From an optimization exercise on the open Yosys and OpenROAD flow, aimed at small area, a short achievable clock period and few clock cycles per item; shortcuts taken in it are not production practice. RTL that was checked went through simulation tests only; none was proved equivalent to the original. Power and IR drop assume default switching activity.

==> v30: inputs <==
==> flow/design.v (excerpt) <==
module mac_dsp_pipe #(
  parameter int A_WIDTH     = 25,
  parameter int B_WIDTH     = 18,
  parameter int ACC_WIDTH   = 48,
  parameter int PIPE_STAGES = 1
) (
  input  logic                 clk_i,
  input  logic                 rst_i,
  input  logic                 valid_i,
  output logic                 ready_o,
  input  logic [A_WIDTH-1:0]   a_i,
  input  logic [B_WIDTH-1:0]   b_i,
  input  logic                 clr_i,
  input  logic                 last_i,
  output logic                 valid_o,
  input  logic                 ready_i,
  output logic [ACC_WIDTH-1:0] acc_o,
  output logic                 ovf_o
);
  logic ce, take, start, clear, new_frame, ovf, add_ovf, basen47;
  logic [47:0] acc, base;
  logic [48:0] tsum, rx, ry;
  logic [25:0] am;    
  logic [18:0] bm;    
  logic one0, two0, neg0, ppn0, e_one0, e_two0, e_neg0;
  logic [24:0] pp0;
  logic one1, two1, neg1, ppn1, e_one1, e_two1, e_neg1;
  logic [24:0] pp1;
  logic one2, two2, neg2, ppn2, e_one2, e_two2, e_neg2;
  ...
==> flow/config.mk <==
export PLATFORM = sky130hd
export DESIGN_NAME = mac_dsp_pipe
export DESIGN_NICKNAME = mac_dsp_pipe
export VERILOG_FILES = /design/flow/design.v
export SDC_FILE = /design/flow/constraint.sdc
export NUM_CORES = 4
export LEC_CHECK = 0
export CAP_MARGIN = 20
export CORE_MARGIN = 2
export CORE_UTILIZATION = 75
export PLACE_DENSITY = 0.85
export SETUP_SLACK_MARGIN = 3.0
export SLEW_MARGIN = 20
==> flow/constraint.sdc <==
create_clock -name core_clock -period 7.0 [get_ports {clk_i}]
set_input_delay 1.4000 -clock core_clock [delete_from_list [all_inputs] [get_ports {clk_i}]]
set_output_delay 1.4000 -clock core_clock [all_outputs]
set_load 0.01 [all_outputs]
standard.sh (not shown) runs the stock make flow with config.mk's settings and CLKGATE_MAP_FILE= SYNTH_SCRIPT=/design/flow/synth_recipe.tcl, a recipe that flattens the netlist after the stock synthesis.
==> flow/flow/run.sh <==
#!/bin/bash
# Standard layout, with one netlist step between synthesis and floorplan: fixinv.py removes the
# inverters that Yosys leaves between full-adder cells (a full adder is self-dual, so a cell can
# compute on complemented signals instead). The new netlist is used only if ABC's cec proves it
# equivalent to the standard synthesis (registers paired by name); else the standard one is kept.
set -uo pipefail
export PATH="$FLOW_HOME/../tools/install/yosys/bin:$FLOW_HOME/../tools/install/OpenROAD/bin:$PATH"
R=orfs/results/${FLOW_PLATFORM}/mac_dsp_pipe/base
# port buffers: a plain buffer instead of the delay cell buffer_ports picks by itself
export BUFFER_PORTS_ARGS="-buffer_cell sky130_fd_sc_hd__buf_1"
bash standard.sh synth > synth.log 2>&1 || { echo "synthesis failed"; exit 1; }
cp "$R/1_2_yosys.v" standard_synth.v
if python3 flow/fixinv.py standard_synth.v fixed_synth.v > fixinv.log 2>&1 \
   && bash flow/cec.sh standard_synth.v fixed_synth.v > cec.log 2>&1 \
   && grep -q "Networks are equivalent" cec.log; then
  echo "using the netlist with full-adder polarities fixed"
  cp fixed_synth.v "$R/1_2_yosys.v"
  touch "$R/1_2_yosys.v"
else
  echo "keeping the standard netlist"
fi
bash standard.sh > layout.log 2>&1 || { echo "layout failed"; exit 1; }
test -f out/final.def
Other scripts of this flow, unchanged in this note and not shown: flow/flow/cec.sh, flow/flow/cutff.py, flow/flow/fixinv.py, flow/flow/lib2v.py
==> inputs of v22, as changes to v30 <==
--- a/flow/design.v
+++ b/flow/design.v
@@ -37,25 +37,24 @@
   logic one6, two6, neg6, ppn6, e_one6, e_two6, e_neg6;
   logic [24:0] pp6;
   logic one7, two7, neg7, ppn7, e_one7, e_two7, e_neg7;
   logic [24:0] pp7;
   logic one8, two8, neg8, ppn8, e_one8, e_two8, e_neg8;
   logic [24:0] pp8;
   logic fs0, fc0, fs1, fc1, fs2, fc2, fs3, fc3, fs4, fc4, fs5, fc5, fs6, fc6, fs7, fc7, fs8, fc8, fs9, fc9, fs10, fc10, fs11, fc11, fs12, fc12, fs13, fc13, fs14, fc14, fs15, fc15, fs16, fc16, fs17, fc17, fs18, fc18, fs19, fc19, fs20, fc20, fs21, fc21, fs22, fc22, fs23, fc23, fs24, fc24, fs25, fc25, fs26, fc26, fs27, fc27, fs28, fc28, fs29, fc29, fs30, fc30, fs31, fc31, fs32, fc32, fs33, fc33, fs34, fc34, fs35, fc35, fs36, fc36, fs37, fc37, fs38, fc38, fs39, fc39, fs40, fc40, fs41, fc41, fs42, fc42, fs43, fc43, fs44, fc44, fs45, fc45, fs46, fc46, fs47, fc47, fs48, fc48, fs49, fc49, fs50, fc50, fs51, fc51, fs52, fc52, fs53, fc53, fs54, fc54, fs55, fc55, fs56, fc56, fs57, fc57, fs58, fc58, fs59, fc59, fs60, fc60, fs61, fc61, fs62, fc62, fs63, fc63, fs64, fc64, fs65, fc65, fs66, fc66, fs67, fc67, fs68, fc68, fs69, fc69, fs70, fc70, fs71, fc71, fs72, fc72, fs73, fc73, fs74, fc74, fs75, fc75, fs76, fc76, fs77, fc77, fs78, fc78, fs79, fc79, fs80, fc80, fs81, fc81, fs82, fc82, fs83, fc83, fs84, fc84, fs85, fc85, fs86, fc86, fs87, fc87, fs88, fc88, fs89, fc89, fs90, fc90, fs91, fc91, fs92, fc92, fs93, fc93, fs94, fc94, fs95, fc95, fs96, fc96, fs97, fc97, fs98, fc98, fs99, fc99, fs100, fc100, fs101, fc101, fs102, fc102, fs103, fc103, fs104, fc104, fs105, fc105, fs106, fc106, fs107, fc107, fs108, fc108, fs109, fc109, fs110, fc110, fs111, fc111, fs112, fc112, fs113, fc113, fs114, fc114, fs115, fc115, fs116, fc116, fs117, fc117, fs118, fc118, fs119, fc119, fs120, fc120, fs121, fc121, fs122, fc122, fs123, fc123, fs124, fc124, fs125, fc125, fs126, fc126, fs127, fc127, fs128, fc128, fs129, fc129, fs130, fc130, fs131, fc131, fs132, fc132, fs133, fc133, fs134, fc134, fs135, fc135, fs136, fc136, fs137, fc137, fs138, fc138, fs139, fc139, fs140, fc140, fs141, fc141, fs142, fc142, fs143, fc143, fs144, fc144, fs145, fc145, fs146, fc146, fs147, fc147, fs148, fc148, fs149, fc149, fs150, fc150, fs151, fc151, fs152, fc152, fs153, fc153, fs154, fc154, fs155, fc155, fs156, fc156, fs157, fc157, fs158, fc158, fs159, fc159, fs160, fc160, fs161, fc161, fs162, fc162, fs163, fc163, fs164, fc164, fs165, fc165, fs166, fc166, fs167, fc167, fs168, fc168, fs169, fc169, fs170, fc170, fs171, fc171, fs172, fc172, fs173, fc173, fs174, fc174, fs175, fc175, fs176, fc176, fs177, fc177, fs178, fc178, fs179, fc179, fs180, fc180, fs181, fc181, fs182, fc182, fs183, fc183, fs184, fc184, fs185, fc185, fs186, fc186, fs187, fc187, fs188, fc188, fs189, fc189, fs190, fc190, fs191, fc191, fs192, fc192, fs193, fc193, fs194, fc194, fs195, fc195, fs196, fc196, fs197, fc197, fs198, fc198, fs199, fc199;
-  logic [17:0] r_b;
   logic [24:0] r_a;
   logic r_v, r_clr, r_last;
   logic [8:0] r_one, r_two, r_neg;
   logic [48:0] c_x, c_y, s3, c3;
   logic c_v, c_last, c_start, c_start_nx;
   logic [48:0] g_f, p_f;
   assign ce      = !valid_o || ready_i;
   assign ready_o = ce;
   assign take    = valid_i && ce;
-  assign bm      = {r_b, 1'b0};    
+  assign bm      = {b_i, 1'b0};
   assign e_neg0 = bm[2];
   assign e_one0 = (bm[1] ^ bm[0]);
   assign e_two0 = ((bm[2] & !bm[1] & !bm[0]) | (!bm[2] & bm[1] & bm[0]));
   assign e_neg1 = bm[4];
   assign e_one1 = (bm[3] ^ bm[2]);
   assign e_two1 = ((bm[4] & !bm[3] & !bm[2]) | (!bm[4] & bm[3] & bm[2]));
   assign e_neg2 = bm[6];
@@ -84,27 +83,35 @@
     else if (ce) r_v <= valid_i;
   end
   always_ff @(posedge clk_i) begin
     if (ce) begin
       r_a    <= a_i;
       r_clr  <= clr_i;
       r_last <= last_i;
-      r_b    <= b_i;
+      r_one[0] <= e_one0; r_two[0] <= e_two0; r_neg[0] <= e_neg0;
+      r_one[1] <= e_one1; r_two[1] <= e_two1; r_neg[1] <= e_neg1;
+      r_one[2] <= e_one2; r_two[2] <= e_two2; r_neg[2] <= e_neg2;
+      r_one[3] <= e_one3; r_two[3] <= e_two3; r_neg[3] <= e_neg3;
+      r_one[4] <= e_one4; r_two[4] <= e_two4; r_neg[4] <= e_neg4;
+      r_one[5] <= e_one5; r_two[5] <= e_two5; r_neg[5] <= e_neg5;
+      r_one[6] <= e_one6; r_two[6] <= e_two6; r_neg[6] <= e_neg6;
+      r_one[7] <= e_one7; r_two[7] <= e_two7; r_neg[7] <= e_neg7;
+      r_one[8] <= e_one8; r_two[8] <= e_two8; r_neg[8] <= e_neg8;
     end
   end
   assign am = {r_a, 1'b0};
-  assign one0 = e_one0; assign two0 = e_two0; assign neg0 = e_neg0;
-  assign one1 = e_one1; assign two1 = e_two1; assign neg1 = e_neg1;
-  assign one2 = e_one2; assign two2 = e_two2; assign neg2 = e_neg2;
-  assign one3 = e_one3; assign two3 = e_two3; assign neg3 = e_neg3;
-  assign one4 = e_one4; assign two4 = e_two4; assign neg4 = e_neg4;
-  assign one5 = e_one5; assign two5 = e_two5; assign neg5 = e_neg5;
-  assign one6 = e_one6; assign two6 = e_two6; assign neg6 = e_neg6;
-  assign one7 = e_one7; assign two7 = e_two7; assign neg7 = e_neg7;
-  assign one8 = e_one8; assign two8 = e_two8; assign neg8 = e_neg8;
+  assign one0 = r_one[0]; assign two0 = r_two[0]; assign neg0 = r_neg[0];
+  assign one1 = r_one[1]; assign two1 = r_two[1]; assign neg1 = r_neg[1];
+  assign one2 = r_one[2]; assign two2 = r_two[2]; assign neg2 = r_neg[2];
+  assign one3 = r_one[3]; assign two3 = r_two[3]; assign neg3 = r_neg[3];
+  assign one4 = r_one[4]; assign two4 = r_two[4]; assign neg4 = r_neg[4];
+  assign one5 = r_one[5]; assign two5 = r_two[5]; assign neg5 = r_neg[5];
+  assign one6 = r_one[6]; assign two6 = r_two[6]; assign neg6 = r_neg[6];
+  assign one7 = r_one[7]; assign two7 = r_two[7]; assign neg7 = r_neg[7];
+  assign one8 = r_one[8]; assign two8 = r_two[8]; assign neg8 = r_neg[8];
   for (genvar j = 0; j < 25; j++) begin : g_pp0
     assign pp0[j] = ((one0 & am[j+1]) | (two0 & am[j])) ^ neg0;
   end
   assign ppn0 = !(((one0 & am[25]) | (two0 & am[25])) ^ neg0);
   for (genvar j = 0; j < 25; j++) begin : g_pp1
     assign pp1[j] = ((one1 & am[j+1]) | (two1 & am[j])) ^ neg1;
   end
==> inputs of v37, as changes to v30 <==
--- a/flow/design.v
+++ b/flow/design.v
@@ -14,14 +14,16 @@
   input  logic                 last_i,
   output logic                 valid_o,
   input  logic                 ready_i,
   output logic [ACC_WIDTH-1:0] acc_o,
   output logic                 ovf_o
 );
   logic ce, take, start, clear, new_frame, ovf, add_ovf, basen47;
+  logic zero, fin, ovf_nxt, out_ovf;
+  logic [47:0] out_acc;
   logic [47:0] acc, base;
   logic [48:0] tsum, rx, ry;
   logic [25:0] am;    
   logic [18:0] bm;    
   logic one0, two0, neg0, ppn0, e_one0, e_two0, e_neg0;
   logic [24:0] pp0;
   logic one1, two1, neg1, ppn1, e_one1, e_two1, e_neg1;
@@ -37,25 +39,24 @@
   logic one6, two6, neg6, ppn6, e_one6, e_two6, e_neg6;
   logic [24:0] pp6;
   logic one7, two7, neg7, ppn7, e_one7, e_two7, e_neg7;
   logic [24:0] pp7;
   logic one8, two8, neg8, ppn8, e_one8, e_two8, e_neg8;
   logic [24:0] pp8;
   logic fs0, fc0, fs1, fc1, fs2, fc2, fs3, fc3, fs4, fc4, fs5, fc5, fs6, fc6, fs7, fc7, fs8, fc8, fs9, fc9, fs10, fc10, fs11, fc11, fs12, fc12, fs13, fc13, fs14, fc14, fs15, fc15, fs16, fc16, fs17, fc17, fs18, fc18, fs19, fc19, fs20, fc20, fs21, fc21, fs22, fc22, fs23, fc23, fs24, fc24, fs25, fc25, fs26, fc26, fs27, fc27, fs28, fc28, fs29, fc29, fs30, fc30, fs31, fc31, fs32, fc32, fs33, fc33, fs34, fc34, fs35, fc35, fs36, fc36, fs37, fc37, fs38, fc38, fs39, fc39, fs40, fc40, fs41, fc41, fs42, fc42, fs43, fc43, fs44, fc44, fs45, fc45, fs46, fc46, fs47, fc47, fs48, fc48, fs49, fc49, fs50, fc50, fs51, fc51, fs52, fc52, fs53, fc53, fs54, fc54, fs55, fc55, fs56, fc56, fs57, fc57, fs58, fc58, fs59, fc59, fs60, fc60, fs61, fc61, fs62, fc62, fs63, fc63, fs64, fc64, fs65, fc65, fs66, fc66, fs67, fc67, fs68, fc68, fs69, fc69, fs70, fc70, fs71, fc71, fs72, fc72, fs73, fc73, fs74, fc74, fs75, fc75, fs76, fc76, fs77, fc77, fs78, fc78, fs79, fc79, fs80, fc80, fs81, fc81, fs82, fc82, fs83, fc83, fs84, fc84, fs85, fc85, fs86, fc86, fs87, fc87, fs88, fc88, fs89, fc89, fs90, fc90, fs91, fc91, fs92, fc92, fs93, fc93, fs94, fc94, fs95, fc95, fs96, fc96, fs97, fc97, fs98, fc98, fs99, fc99, fs100, fc100, fs101, fc101, fs102, fc102, fs103, fc103, fs104, fc104, fs105, fc105, fs106, fc106, fs107, fc107, fs108, fc108, fs109, fc109, fs110, fc110, fs111, fc111, fs112, fc112, fs113, fc113, fs114, fc114, fs115, fc115, fs116, fc116, fs117, fc117, fs118, fc118, fs119, fc119, fs120, fc120, fs121, fc121, fs122, fc122, fs123, fc123, fs124, fc124, fs125, fc125, fs126, fc126, fs127, fc127, fs128, fc128, fs129, fc129, fs130, fc130, fs131, fc131, fs132, fc132, fs133, fc133, fs134, fc134, fs135, fc135, fs136, fc136, fs137, fc137, fs138, fc138, fs139, fc139, fs140, fc140, fs141, fc141, fs142, fc142, fs143, fc143, fs144, fc144, fs145, fc145, fs146, fc146, fs147, fc147, fs148, fc148, fs149, fc149, fs150, fc150, fs151, fc151, fs152, fc152, fs153, fc153, fs154, fc154, fs155, fc155, fs156, fc156, fs157, fc157, fs158, fc158, fs159, fc159, fs160, fc160, fs161, fc161, fs162, fc162, fs163, fc163, fs164, fc164, fs165, fc165, fs166, fc166, fs167, fc167, fs168, fc168, fs169, fc169, fs170, fc170, fs171, fc171, fs172, fc172, fs173, fc173, fs174, fc174, fs175, fc175, fs176, fc176, fs177, fc177, fs178, fc178, fs179, fc179, fs180, fc180, fs181, fc181, fs182, fc182, fs183, fc183, fs184, fc184, fs185, fc185, fs186, fc186, fs187, fc187, fs188, fc188, fs189, fc189, fs190, fc190, fs191, fc191, fs192, fc192, fs193, fc193, fs194, fc194, fs195, fc195, fs196, fc196, fs197, fc197, fs198, fc198, fs199, fc199;
-  logic [17:0] r_b;
   logic [24:0] r_a;
   logic r_v, r_clr, r_last;
   logic [8:0] r_one, r_two, r_neg;
   logic [48:0] c_x, c_y, s3, c3;
   logic c_v, c_last, c_start, c_start_nx;
   logic [48:0] g_f, p_f;
-  assign ce      = !valid_o || ready_i;
+  assign ce      = !(c_v && c_last && valid_o && !ready_i);
   assign ready_o = ce;
   assign take    = valid_i && ce;
-  assign bm      = {r_b, 1'b0};    
+  assign bm      = {b_i, 1'b0};
   assign e_neg0 = bm[2];
   assign e_one0 = (bm[1] ^ bm[0]);
   assign e_two0 = ((bm[2] & !bm[1] & !bm[0]) | (!bm[2] & bm[1] & bm[0]));
   assign e_neg1 = bm[4];
   assign e_one1 = (bm[3] ^ bm[2]);
   assign e_two1 = ((bm[4] & !bm[3] & !bm[2]) | (!bm[4] & bm[3] & bm[2]));
   assign e_neg2 = bm[6];
@@ -84,27 +85,35 @@
     else if (ce) r_v <= valid_i;
   end
   always_ff @(posedge clk_i) begin
     if (ce) begin
       r_a    <= a_i;
       r_clr  <= clr_i;
       r_last <= last_i;
-      r_b    <= b_i;
+      r_one[0] <= e_one0; r_two[0] <= e_two0; r_neg[0] <= e_neg0;
+      r_one[1] <= e_one1; r_two[1] <= e_two1; r_neg[1] <= e_neg1;
+      r_one[2] <= e_one2; r_two[2] <= e_two2; r_neg[2] <= e_neg2;
+      r_one[3] <= e_one3; r_two[3] <= e_two3; r_neg[3] <= e_neg3;
+      r_one[4] <= e_one4; r_two[4] <= e_two4; r_neg[4] <= e_neg4;
+      r_one[5] <= e_one5; r_two[5] <= e_two5; r_neg[5] <= e_neg5;
+      r_one[6] <= e_one6; r_two[6] <= e_two6; r_neg[6] <= e_neg6;
+      r_one[7] <= e_one7; r_two[7] <= e_two7; r_neg[7] <= e_neg7;
+      r_one[8] <= e_one8; r_two[8] <= e_two8; r_neg[8] <= e_neg8;
     end
   end
   assign am = {r_a, 1'b0};
-  assign one0 = e_one0; assign two0 = e_two0; assign neg0 = e_neg0;
-  assign one1 = e_one1; assign two1 = e_two1; assign neg1 = e_neg1;
-  assign one2 = e_one2; assign two2 = e_two2; assign neg2 = e_neg2;
-  assign one3 = e_one3; assign two3 = e_two3; assign neg3 = e_neg3;
-  assign one4 = e_one4; assign two4 = e_two4; assign neg4 = e_neg4;
-  assign one5 = e_one5; assign two5 = e_two5; assign neg5 = e_neg5;
-  assign one6 = e_one6; assign two6 = e_two6; assign neg6 = e_neg6;
-  assign one7 = e_one7; assign two7 = e_two7; assign neg7 = e_neg7;
-  assign one8 = e_one8; assign two8 = e_two8; assign neg8 = e_neg8;
+  assign one0 = r_one[0]; assign two0 = r_two[0]; assign neg0 = r_neg[0];
+  assign one1 = r_one[1]; assign two1 = r_two[1]; assign neg1 = r_neg[1];
+  assign one2 = r_one[2]; assign two2 = r_two[2]; assign neg2 = r_neg[2];
+  assign one3 = r_one[3]; assign two3 = r_two[3]; assign neg3 = r_neg[3];
+  assign one4 = r_one[4]; assign two4 = r_two[4]; assign neg4 = r_neg[4];
+  assign one5 = r_one[5]; assign two5 = r_two[5]; assign neg5 = r_neg[5];
+  assign one6 = r_one[6]; assign two6 = r_two[6]; assign neg6 = r_neg[6];
+  assign one7 = r_one[7]; assign two7 = r_two[7]; assign neg7 = r_neg[7];
+  assign one8 = r_one[8]; assign two8 = r_two[8]; assign neg8 = r_neg[8];
   for (genvar j = 0; j < 25; j++) begin : g_pp0
     assign pp0[j] = ((one0 & am[j+1]) | (two0 & am[j])) ^ neg0;
   end
   assign ppn0 = !(((one0 & am[25]) | (two0 & am[25])) ^ neg0);
   for (genvar j = 0; j < 25; j++) begin : g_pp1
     assign pp1[j] = ((one1 & am[j+1]) | (two1 & am[j])) ^ neg1;
   end
@@ -542,23 +551,20 @@
   always_ff @(posedge clk_i) begin
     if (rst_i) c_v <= 1'b0;
     else if (ce) c_v <= r_v;
   end
   assign c_start_nx = r_clr || (c_v ? c_last : new_frame);
   always_ff @(posedge clk_i) begin
     if (ce) begin
-      c_start <= c_start_nx;
       c_last <= r_last;
       c_x    <= rx;
       c_y    <= ry;
     end
   end
-  assign start = c_start;
-  assign clear = c_v && start;
-  assign base = start ? 48'd0 : acc;
+  assign base = acc;
   assign basen47 = !base[47];
   assign s3 = {1'b0, basen47, base[46:0]} ^ c_x ^ c_y;
   assign c3 = {(({1'b0, basen47, base[46:0]} & c_x) | ({1'b0, basen47, base[46:0]} & c_y) | (c_x & c_y)), 1'b0};
   assign g_f = s3 & c3;
   assign p_f = s3 ^ c3;
   wire gg_f0 = g_f[1] | (p_f[1] & g_f[0]);
   wire pg_f0 = p_f[1] & p_f[0];
@@ -866,25 +872,30 @@
   assign tsum[43] = p_f[43] ^ gg_f123;
   assign tsum[44] = p_f[44] ^ gg_f124;
   assign tsum[45] = p_f[45] ^ gg_f125;
   assign tsum[46] = p_f[46] ^ gg_f126;
   assign tsum[47] = p_f[47] ^ gg_f127;
   assign tsum[48] = p_f[48] ^ gg_f128;
   assign add_ovf = tsum[48] ^ tsum[47];
+  assign fin      = ce && c_v && c_last;
+  assign ovf_nxt  = ovf || add_ovf;
+  assign zero     = rst_i || fin || (ce && r_v && r_clr);
   always_ff @(posedge clk_i) begin
-    if (rst_i) begin
-      new_frame <= 1'b1;
-      valid_o   <= 1'b0;
-    end else if (ce) begin
-      if (c_v) new_frame <= c_last;
-      valid_o <= c_v && c_last;
+    if (zero || (ce && c_v)) begin
+      acc <= zero ? 48'd0 : tsum[47:0];
+      ovf <= !zero && ovf_nxt;
     end
   end
   always_ff @(posedge clk_i) begin
-    if (ce && c_v) begin
-      acc <= tsum[47:0];
-      ovf <= (ovf && !start) || add_ovf;
+    if (rst_i) valid_o <= 1'b0;
+    else if (fin) valid_o <= 1'b1;
+    else if (ready_i) valid_o <= 1'b0;
+  end
+  always_ff @(posedge clk_i) begin
+    if (fin) begin
+      out_acc <= tsum[47:0];
+      out_ovf <= ovf_nxt;
     end
   end
-  assign acc_o = acc;
-  assign ovf_o = ovf;
+  assign acc_o = out_acc;
+  assign ovf_o = out_ovf;
 endmodule
- SETUP_SLACK_MARGIN: 3.0 -> 3.25
==> run notes <==
|  | v37 | v22 | v30 |
|---|---|---|---|
| TritonCTS sink count | 239 | 192 | 183 |
| Proportion of cell area occupied by multi-input gates | 52.6% | 58.6% | 62.6% |
| Result of the run | complete, no violations | complete, no violations | complete, no violations |
| Achievable Freq | 261 MHz | 250 MHz | 241 MHz |
| Area taken by multi-input logic gates | 0.0110 mm^2 | 0.0111 mm^2 | 0.0150 mm^2 |
| Setup repair after global routing missed its margin | true | false | true |
| Mean post-synth cell area | 12.7 um^2 | 12.0 um^2 | 8.71 um^2 |
| Post-route design area | 0.0209 mm^2 | 0.0189 mm^2 | 0.0239 mm^2 |
| Antenna violations before repair | 0 | 0 | 2 |
| Pin count of the biggest net entering global routing | 72 | 77 | 80 |
| Total die area | 0.0261 mm^2 | 0.0244 mm^2 | 0.0300 mm^2 |
| Post-detailed-placement cell area | 0.0191 mm^2 | 0.0178 mm^2 | 0.0216 mm^2 |
| WL met1 | 17700 um | 16900 um | 24800 um |
| M3 GR Usage | 10.7% | 10.9% | 14.8% |
| Part of the total power dissipated in sequential elements | 25.5% | 26.6% | 25.3% |
| Core Area | 0.0243 mm^2 | 0.0227 mm^2 | 0.0280 mm^2 |
| CTS Buf Count | 26 | 17 | 17 |
| Largest fanout on the critical path | 18 | 26 | 24 |
| Final Worst Setup Slack | 3.17 ns | 3.00 ns | 2.85 ns |
Testbench counts of v22, summed over its fixed seeds: cycles 16,090, samples 16,066.
For v30 and v37, only the layout was checked, not whether the RTL still works.

-- separate check: timing with driven ports --
The results above use ideal ports. As a check the final layouts listed here were re-extracted and re-timed, cells and wires unchanged.
Step 1: set_driving_cell puts a clkbuf_16 on clk_i and a buf_2 on each other input, an assumption about the parent block.
Step 2 also shifts input and output timing later by t, the mid clock arrival at the registers, as if the neighbouring blocks saw the same clock.
a / b / c = no drivers / after step 1 / after step 2; a / b = the first two.
run | t (ns) | setup slack, ns | hold WS [ns] | clock arrival spread, ns | cell pins on the clock port's net
v30 | 0.524 | 2.851 / 2.851 / 2.851 | 0.449 / 0.449 / 0.449 | 0.017 / 0.017 | 1
v22 | 0.491 | 3.004 / 3.004 / 3.004 | 0.444 / 0.444 / 0.444 | 0.018 / 0.018 | 1
v37 | 0.591 | 3.166 / 3.166 / 3.166 | 0.437 / 0.437 / 0.437 | 0.023 / 0.023 | 1
After both steps setup and hold are still met in every run listed.
